This is an optimization exercise on Yosys and OpenROAD, whose aim is small area and few clock cycles, not a production implementation.
The RTL was checked by simulation tests, not by an equivalence proof against the original design.
No activity file was given, so power comes from the tool's default toggle rates.

Design axi_upsize_top, start of the top module:
module axi_upsize_top (
    input  logic                               m_axi_aclk,
    input  logic                               s_axi_arst,
    input  logic [axi_upsize_pkg::addr_w-1:0]  s_axi_awaddr,
    input  logic [axi_upsize_pkg::id_w-1:0]    s_axi_awid,
    input  logic [axi_upsize_pkg::len_w-1:0]   s_axi_awlen,
    input  logic [axi_upsize_pkg::size_w-1:0]  s_axi_awsize,
    input  logic                               s_axi_awvalid,
    output logic                               s_axi_awready,
    input  logic [axi_upsize_pkg::s_dw-1:0]    s_axi_wdata,
    input  logic [axi_upsize_pkg::s_kw-1:0]    s_axi_wstrb,
    input  logic                               s_axi_wlast,
    input  logic                               s_axi_wvalid,
    output logic                               s_axi_wready,
    output logic [axi_upsize_pkg::id_w-1:0]    s_axi_bid,
    output logic [axi_upsize_pkg::resp_w-1:0]  s_axi_bresp,
    output logic                               s_axi_bvalid,
    input  logic                               s_axi_bready,
    output logic [axi_upsize_pkg::addr_w-1:0]  m_axi_awaddr,
    output logic [axi_upsize_pkg::id_w-1:0]    m_axi_awid,
    output logic [axi_upsize_pkg::len_w-1:0]   m_axi_awlen,
    output logic [axi_upsize_pkg::size_w-1:0]  m_axi_awsize,
    output logic                               m_axi_awvalid,
    input  logic                               m_axi_awready,
    output logic [axi_upsize_pkg::m_dw-1:0]    m_axi_wdata,
    output logic [axi_upsize_pkg::m_kw-1:0]    m_axi_wstrb,
    output logic                               m_axi_wlast,
    output logic                               m_axi_wvalid,
    input  logic                               m_axi_wready,
    input  logic [axi_upsize_pkg::id_w-1:0]    m_axi_bid,
    input  logic [axi_upsize_pkg::resp_w-1:0]  m_axi_bresp,
    input  logic                               m_axi_bvalid,
    output logic                               m_axi_bready
);
Size in the first run: about 2400 flip-flops, ~300 I/O pins, roughly 74000 um2 of cells after synthesis.
==> flow/config.mk <==
export PLATFORM = sky130hd
export DESIGN_NAME = axi_upsize_top
export DESIGN_NICKNAME = axi_upsize_top
export VERILOG_FILES = /design/flow/design.v
export SDC_FILE = /design/flow/constraint.sdc
export NUM_CORES = 4
export LEC_CHECK = 0
export ABC_AREA = 1
export CAP_MARGIN = 20
export CORE_MARGIN = 2
export CORE_UTILIZATION = 55
export SLEW_MARGIN = 20
==> flow/constraint.sdc <==
create_clock -name core_clock -period 4.0 [get_ports {m_axi_aclk}]
set_input_delay 0.8000 -clock core_clock [delete_from_list [all_inputs] [get_ports {m_axi_aclk}]]
set_output_delay 0.8000 -clock core_clock [all_outputs]
set_load 0.01 [all_outputs]
standard.sh (not shown) runs the stock make flow with config.mk's settings and CLKGATE_MAP_FILE= SYNTH_SCRIPT=/design/flow/synth_recipe.tcl, a recipe that flattens the netlist after the stock synthesis.
==> flow/flow/run.sh <==
#!/bin/bash
# Standard layout, with plain buf_1 cells as the port buffers and a clock tree
# built from larger sink clusters without dummy loads.
set -euo pipefail
export BUFFER_PORTS_ARGS="-buffer_cell sky130_fd_sc_hd__buf_1"
export CTS_ARGS="-sink_clustering_enable -repair_clock_nets -sink_clustering_size 40 -sink_clustering_max_diameter 45 -dont_use_dummy_load"
bash standard.sh finish > standard.log 2>&1
Testbench counts at the start, summed over its fixed seeds: cycles 2,931.
Rerun with:
==> flow/run.sh (new file) <==
#!/bin/bash
# synth_recipe.tcl (not shown) runs the flow's synth.tcl, then flattens the netlist and writes it again
# the make line also repeats each setting of config.mk as NAME=value (left out here)
make -C /OpenROAD-flow-scripts/flow DESIGN_CONFIG=/design/flow/config.mk WORK_HOME=/design/flow/orfs CLKGATE_MAP_FILE= SYNTH_SCRIPT=/design/flow/synth_recipe.tcl finish
- CTS_CLUSTER_DIAMETER: default -> 60
- CTS_CLUSTER_SIZE: default -> 30
removed: flow/flow/run.sh
removed: flow/standard.sh
What happened: The changed run went through all stages and came out clean; wire length stays flat; global-route usage stays flat; via count drops by 0.35%; design area rises by 2.4%; worst setup slack loses 0.12 ns; cell count rises by 1.2%; combinational power rose by 27%; power increases by 2.1%; sequential power stays flat; count of clock-buffer cells in the layout goes down by 31; register-to-register slack gains 0.44 ns.
Rerun with:
==> flow/flow/run.sh (new file) <==
#!/bin/bash
# Standard layout, with plain buf_1 cells as the port buffers and a clock tree
# built from larger sink clusters without dummy loads.
set -euo pipefail
export BUFFER_PORTS_ARGS="-buffer_cell sky130_fd_sc_hd__buf_1"
export CTS_ARGS="-sink_clustering_enable -repair_clock_nets -sink_clustering_size 22 -sink_clustering_max_diameter 45 -sink_clustering_buffer sky130_fd_sc_hd__clkbuf_8 -dont_use_dummy_load -buf_list sky130_fd_sc_hd__clkbuf_8"
bash standard.sh finish > standard.log 2>&1
==> flow/standard.sh (new file) <==
#!/bin/bash
# synth_recipe.tcl (not shown) runs the flow's synth.tcl, then flattens the netlist and writes it again
# the make line also repeats each setting of config.mk as NAME=value (left out here)
make -C /OpenROAD-flow-scripts/flow DESIGN_CONFIG=/design/flow/config.mk WORK_HOME=/design/flow/orfs CLKGATE_MAP_FILE= SYNTH_SCRIPT=/design/flow/synth_recipe.tcl "${@:-finish}"
- CORE_UTILIZATION: 55 -> 62
- CTS_CLUSTER_DIAMETER: 60 -> default
- CTS_CLUSTER_SIZE: 30 -> default
- PLACE_DENSITY: default -> 0.7
removed: flow/run.sh
The new run finished with timing, DRC and antenna clean; via count went down slightly; worst setup slack gains 0.27 ns; synthesized cell count stays the same.
Rerun with:
==> flow/run.sh (new file) <==
#!/bin/bash
# synth_recipe.tcl (not shown) runs the flow's synth.tcl, then flattens the netlist and writes it again
# the make line also repeats each setting of config.mk as NAME=value (left out here)
make -C /OpenROAD-flow-scripts/flow DESIGN_CONFIG=/design/flow/config.mk WORK_HOME=/design/flow/orfs CLKGATE_MAP_FILE= SYNTH_SCRIPT=/design/flow/synth_recipe.tcl finish
- ABC_AREA: 1 -> default
- CORE_UTILIZATION: 62 -> 55
- CTS_BUF_LIST: default -> sky130_fd_sc_hd__clkbuf_8
- CTS_CLUSTER_SIZE: default -> 25
- PLACE_DENSITY: 0.7 -> default
removed: flow/flow/run.sh
removed: flow/standard.sh
Worst setup slack loses 0.43 ns; clock power goes up by well over a third; design area goes up by a little under a tenth.
Rerun with:
==> flow/flow/run.sh (new file) <==
#!/bin/bash
# Standard layout, with plain buf_1 cells as the port buffers and a clock tree
# built from larger sink clusters without dummy loads.
set -euo pipefail
export BUFFER_PORTS_ARGS="-buffer_cell sky130_fd_sc_hd__buf_1"
export CTS_ARGS="-sink_clustering_enable -repair_clock_nets -sink_clustering_size 20 -sink_clustering_max_diameter 40 -sink_clustering_buffer sky130_fd_sc_hd__clkbuf_8 -dont_use_dummy_load"
bash standard.sh finish > standard.log 2>&1
==> flow/standard.sh (new file) <==
#!/bin/bash
# synth_recipe.tcl (not shown) runs the flow's synth.tcl, then flattens the netlist and writes it again
# the make line also repeats each setting of config.mk as NAME=value (left out here)
make -C /OpenROAD-flow-scripts/flow DESIGN_CONFIG=/design/flow/config.mk WORK_HOME=/design/flow/orfs CLKGATE_MAP_FILE= SYNTH_SCRIPT=/design/flow/synth_recipe.tcl "${@:-finish}"
- ABC_AREA: default -> 1
- CORE_UTILIZATION: 55 -> 68
- CTS_BUF_LIST: sky130_fd_sc_hd__clkbuf_8 -> default
- CTS_CLUSTER_SIZE: 25 -> default
- PLACE_DENSITY: default -> 0.75
removed: flow/run.sh
Effect: The changed run produced a clean layout. Clock-buffer cell count decreases by 195. Fmax grows by 17%. Flip-flop and latch count stays the same. Global-route usage increases by 3.4 points. Routed wire length is lower by about 4.6%. Synthesized area decreases by 1.3%. Setup slack gains 0.53 ns. Cell area is lower by about 8%. Utilization increases by 10 points. Final cell count goes down by 10%. Power shrinks by about 13%.
Rerun with:
==> flow/flow/run.sh (replaced) <==
#!/bin/bash
# Standard layout, with plain buf_1 cells as the port buffers and a clock tree
# built from larger sink clusters without dummy loads.
set -euo pipefail
export BUFFER_PORTS_ARGS="-buffer_cell sky130_fd_sc_hd__buf_1"
export CTS_ARGS="-sink_clustering_enable -repair_clock_nets -sink_clustering_size 30 -sink_clustering_max_diameter 60 -dont_use_dummy_load"
bash standard.sh finish > standard.log 2>&1
- CORE_UTILIZATION: 68 -> 55
- PLACE_DENSITY: 0.75 -> default
Global-route usage falls by 3.4 points.
Total power rises by 3.6%.
Combinational power rises by about 4%.
Cell count rises by 6.7%.
Clock skew rises by 0.022 ns.
Die area rises by 23%.
Sequential share of layout area falls by 1.5 points.
Cell area rises by 1.7%.
Sequential power hardly moves.


Another version of the RTL of axi_upsize_top (not shown whole).
Size in the first run: roughly 2,400 flip-flops, roughly 74,000 um2 of cells after synthesis.
==> flow/config.mk <==
export PLATFORM = sky130hd
export DESIGN_NAME = axi_upsize_top
export DESIGN_NICKNAME = axi_upsize_top
export VERILOG_FILES = /design/flow/design.v
export SDC_FILE = /design/flow/constraint.sdc
export NUM_CORES = 4
export LEC_CHECK = 0
export ABC_AREA = 1
export CAP_MARGIN = 20
export CORE_MARGIN = 2
export CORE_UTILIZATION = 62
export PLACE_DENSITY = 0.7
export SLEW_MARGIN = 20
==> flow/constraint.sdc <==
create_clock -name core_clock -period 4.0 [get_ports {m_axi_aclk}]
set_input_delay 0.8000 -clock core_clock [delete_from_list [all_inputs] [get_ports {m_axi_aclk}]]
set_output_delay 0.8000 -clock core_clock [all_outputs]
set_load 0.01 [all_outputs]
==> flow/flow/run.sh <==
#!/bin/bash
# Standard layout, with plain buf_1 cells as the port buffers and a clock tree
# built from larger sink clusters without dummy loads.
set -euo pipefail
export BUFFER_PORTS_ARGS="-buffer_cell sky130_fd_sc_hd__buf_1"
export CTS_ARGS="-sink_clustering_enable -repair_clock_nets -sink_clustering_size 22 -sink_clustering_max_diameter 45 -sink_clustering_buffer sky130_fd_sc_hd__clkbuf_8 -dont_use_dummy_load -buf_list sky130_fd_sc_hd__clkbuf_8"
bash standard.sh finish > standard.log 2>&1
Testbench counts at the start, summed over its fixed seeds: cycles 2,931.
Next try:
- CORE_UTILIZATION: 62 -> 66
- PLACE_DENSITY: 0.7 -> 0.72
Result: Area after synthesis is unchanged; worst setup slack barely changes; total power goes up by 0.78%; routed wire length barely changes; combinational power goes up by about 2%; clock skew rises by 0.0090 ns; cell count decreases by 0.78%; final area barely changes; utilization is higher by 4.6 points; non-clock buffer count came out higher by 2.
Next try:
==> flow/flow/run.sh (replaced) <==
#!/bin/bash
# Standard layout, with plain buf_1 cells as the port buffers and a clock tree
# built from larger sink clusters without dummy loads.
set -euo pipefail
export BUFFER_PORTS_ARGS="-buffer_cell sky130_fd_sc_hd__buf_1"
export CTS_ARGS="-sink_clustering_enable -repair_clock_nets -sink_clustering_size 20 -sink_clustering_max_diameter 45 -sink_clustering_buffer sky130_fd_sc_hd__clkbuf_8 -dont_use_dummy_load -buf_list sky130_fd_sc_hd__clkbuf_8"
bash standard.sh finish > standard.log 2>&1
- CORE_UTILIZATION: 66 -> 62
- PLACE_DENSITY: 0.72 -> 0.7
The changed run completed with no timing, DRC or antenna violations. Register-to-register slack improves by 0.51 ns. Design area stays flat. Fmax goes up slightly. Sequential share of layout area is about the same. Die area goes up by a few percent. Via count goes up slightly. Hold slack improves by 0.022 ns. Non-clock buffer count goes up by 3. Flip-flop and latch count does not change. Area after synthesis is unchanged.


axi_upsize_top with an RTL version that a note above also has.
For scale: ~2,400 flip-flops, roughly 300 I/O pins, about 74,000 µm² of cells after synthesis.
Settings: LEC_CHECK=0, ABC_AREA=1, CAP_MARGIN=20, CORE_MARGIN=2, CORE_UTILIZATION=55, SLEW_MARGIN=20; clock period 4.0 ns.
==> flow/flow/run.sh <==
#!/bin/bash
# Standard layout, with plain buf_1 cells as the port buffers and a clock tree
# built from larger sink clusters without dummy loads.
set -euo pipefail
export BUFFER_PORTS_ARGS="-buffer_cell sky130_fd_sc_hd__buf_1"
export CTS_ARGS="-sink_clustering_enable -repair_clock_nets -sink_clustering_size 40 -sink_clustering_max_diameter 60 -dont_use_dummy_load"
bash standard.sh finish > standard.log 2>&1
The starting point produced a clean layout.
Testbench counts at the start, summed over its fixed seeds: cycles 2,931.
Next try:
==> flow/run.sh (new file) <==
#!/bin/bash
# synth_recipe.tcl (not shown) runs the flow's synth.tcl, then flattens the netlist and writes it again
# the make line also repeats each setting of config.mk as NAME=value (left out here)
make -C /OpenROAD-flow-scripts/flow DESIGN_CONFIG=/design/flow/config.mk WORK_HOME=/design/flow/orfs CLKGATE_MAP_FILE= SYNTH_SCRIPT=/design/flow/synth_recipe.tcl finish
--- a/flow/config.mk
+++ b/flow/config.mk
@@ -10,3 +10,5 @@
 export CORE_MARGIN = 2
 export CORE_UTILIZATION = 55
+export CTS_CLUSTER_DIAMETER = 45
+export CTS_CLUSTER_SIZE = 36
 export SLEW_MARGIN = 20
removed: flow/flow/run.sh
removed: flow/standard.sh
=> The new run went through all stages and came out clean; total power climbs by 12%; cell area went up by 5.8%; sequential share of layout area drops by 4.8 points; synthesized cell count is unchanged; core utilization increases by 3.5 points; routed wire length goes up by 1.7%; non-clock buffer count grows by 4; global-route usage came out higher by 0.27 points.
Next try:
==> flow/flow/run.sh (new file) <==
#!/bin/bash
# Standard layout, with plain buf_1 cells as the port buffers and a clock tree
# built from larger sink clusters without dummy loads.
set -euo pipefail
export BUFFER_PORTS_ARGS="-buffer_cell sky130_fd_sc_hd__buf_1"
export CTS_ARGS="-sink_clustering_enable -repair_clock_nets -sink_clustering_size 24 -sink_clustering_max_diameter 45 -sink_clustering_buffer sky130_fd_sc_hd__clkbuf_8 -dont_use_dummy_load"
bash standard.sh finish > standard.log 2>&1
==> flow/standard.sh (new file) <==
#!/bin/bash
# synth_recipe.tcl (not shown) runs the flow's synth.tcl, then flattens the netlist and writes it again
# the make line also repeats each setting of config.mk as NAME=value (left out here)
make -C /OpenROAD-flow-scripts/flow DESIGN_CONFIG=/design/flow/config.mk WORK_HOME=/design/flow/orfs CLKGATE_MAP_FILE= SYNTH_SCRIPT=/design/flow/synth_recipe.tcl "${@:-finish}"
--- a/flow/config.mk
+++ b/flow/config.mk
@@ -9,6 +9,5 @@
 export CAP_MARGIN = 20
 export CORE_MARGIN = 2
-export CORE_UTILIZATION = 55
-export CTS_CLUSTER_DIAMETER = 45
-export CTS_CLUSTER_SIZE = 36
+export CORE_UTILIZATION = 60
+export PLACE_DENSITY = 0.68
 export SLEW_MARGIN = 20
removed: flow/run.sh
Die area is lower by 8.2%; fmax is higher by 15%; setup slack improves by 0.47 ns; total power is lower by 15%; first-iteration DRC count is higher by 2.4%; non-clock buffer count is lower by 16; cell count is lower by 5.7%; via count is lower by 3.1%; global-route usage is higher by 0.11 points; cell area is lower by 6.8%; clock skew is higher by 0.032 ns.
Next try:
==> flow/flow/run.sh (replaced) <==
#!/bin/bash
# Standard layout, with plain buf_1 cells as the port buffers and a clock tree
# built from larger sink clusters without dummy loads.
set -euo pipefail
export BUFFER_PORTS_ARGS="-buffer_cell sky130_fd_sc_hd__buf_1"
export CTS_ARGS="-sink_clustering_enable -repair_clock_nets -sink_clustering_size 22 -sink_clustering_max_diameter 45 -sink_clustering_buffer sky130_fd_sc_hd__clkbuf_8 -dont_use_dummy_load"
bash standard.sh finish > standard.log 2>&1
--- a/flow/config.mk
+++ b/flow/config.mk
@@ -9,5 +9,5 @@
 export CAP_MARGIN = 20
 export CORE_MARGIN = 2
-export CORE_UTILIZATION = 60
-export PLACE_DENSITY = 0.68
+export CORE_UTILIZATION = 62
+export PLACE_DENSITY = 0.7
 export SLEW_MARGIN = 20
=>
- The changed run completed with no timing, DRC or antenna violations
- count of clock-buffer cells in the layout stays the same
- routed wire length stays flat
- die area falls by 3.2%
- sequential cell count is unchanged
- combinational power rises by about 1%
Next try:
--- a/flow/config.mk
+++ b/flow/config.mk
@@ -10,4 +10,6 @@
 export CORE_MARGIN = 2
 export CORE_UTILIZATION = 62
+export GPL_ROUTABILITY_DRIVEN = 0
+export GPL_TIMING_DRIVEN = 0
 export PLACE_DENSITY = 0.7
 export SLEW_MARGIN = 20
The changed run completed without violations.
Final cell count grows by 1.1%.
Core utilization grows by 0.84 points.
Synthesized area does not change.
Total power rises by 1.3%.
Sequential share of layout area drops by 1.1 points.
Via count rises by 2.9%.
Global-route usage grows by 1.2 points.
Wire length rose by 7.4%.
Cell area went up by 1.2%.
Hold slack gains 0.042 ns.

what the ideal ports hide:
The flow's constraints put no driver on any port. The routed layouts listed below were extracted and timed again, unchanged, in two steps.
Step 1: set_driving_cell puts a clkbuf_16 on m_axi_aclk and a buf_2 on each other input, an assumption about the parent block.
Step 2 also shifts input and output timing later by t, the mid clock arrival at the registers, as if the neighbouring blocks saw the same clock.
Three values: ideal ports, drivers, drivers and shift; two values: the first two.
| run | shift t [ns] | setup WS [ns] | hold WS [ns] | worst slew at a driven data input, ns |
|---|---|---|---|---|
| the first run of note 1 | 0.840 | 0.619 / 0.619 / 0.305 | 0.107 / 0.065 / 0.365 | 0.12 |
| the second run of note 1 | 0.840 | 0.494 / 0.419 / 0.432 | 0.402 / 0.402 / 0.402 | 0.13 |
| the third run of note 1 | 0.895 | 0.762 / 0.762 / 0.661 | 0.130 / 0.093 / 0.356 | 0.12 |
| the fourth run of note 1 | 1.042 | 0.336 / 0.265 / 0.352 | 0.222 / 0.176 / 0.363 | 0.13 |
| the fifth run of note 1 | 0.789 | 0.862 / 0.862 / 0.691 | 0.161 / 0.114 / 0.373 | 0.13 |
| the sixth run of note 1 | 0.820 | 0.624 / 0.624 / 0.330 | 0.118 / 0.073 / 0.354 | 0.12 |
| the first run of note 2 | 0.877 | 0.423 / 0.358 / 0.423 | 0.057 / 0.019 / 0.339 | 0.12 |
| the second run of note 2 | 0.883 | 0.421 / 0.421 / 0.245 | 0.010 / -0.033 / 0.347 | 0.13 |
| the third run of note 2 | 0.884 | 0.432 / 0.366 / 0.431 | 0.032 / -0.008 / 0.346 | 0.12 |
| the first run of note 3 | 0.816 | 0.637 / 0.637 / 0.334 | 0.115 / 0.068 / 0.377 | 0.12 |
| the second run of note 3 | 0.855 | 0.488 / 0.413 / 0.416 | 0.400 / 0.400 / 0.400 | 0.11 |
| the third run of note 3 | 0.771 | 0.957 / 0.957 / 0.857 | 0.153 / 0.104 / 0.352 | 0.12 |
| the fourth run of note 3 | 0.785 | 0.802 / 0.802 / 0.703 | 0.114 / 0.068 / 0.356 | 0.12 |
| the fifth run of note 3 | 0.783 | 0.239 / 0.239 / -0.088 | 0.156 / 0.112 / 0.353 | 0.11 |
Met with ideal ports but missed after step 2: setup timing in the fifth run of note 3. The setup slack of the fifth run of note 3, which loses most, moves by 0.000 ns with the drivers and by -0.327 ns with both steps.
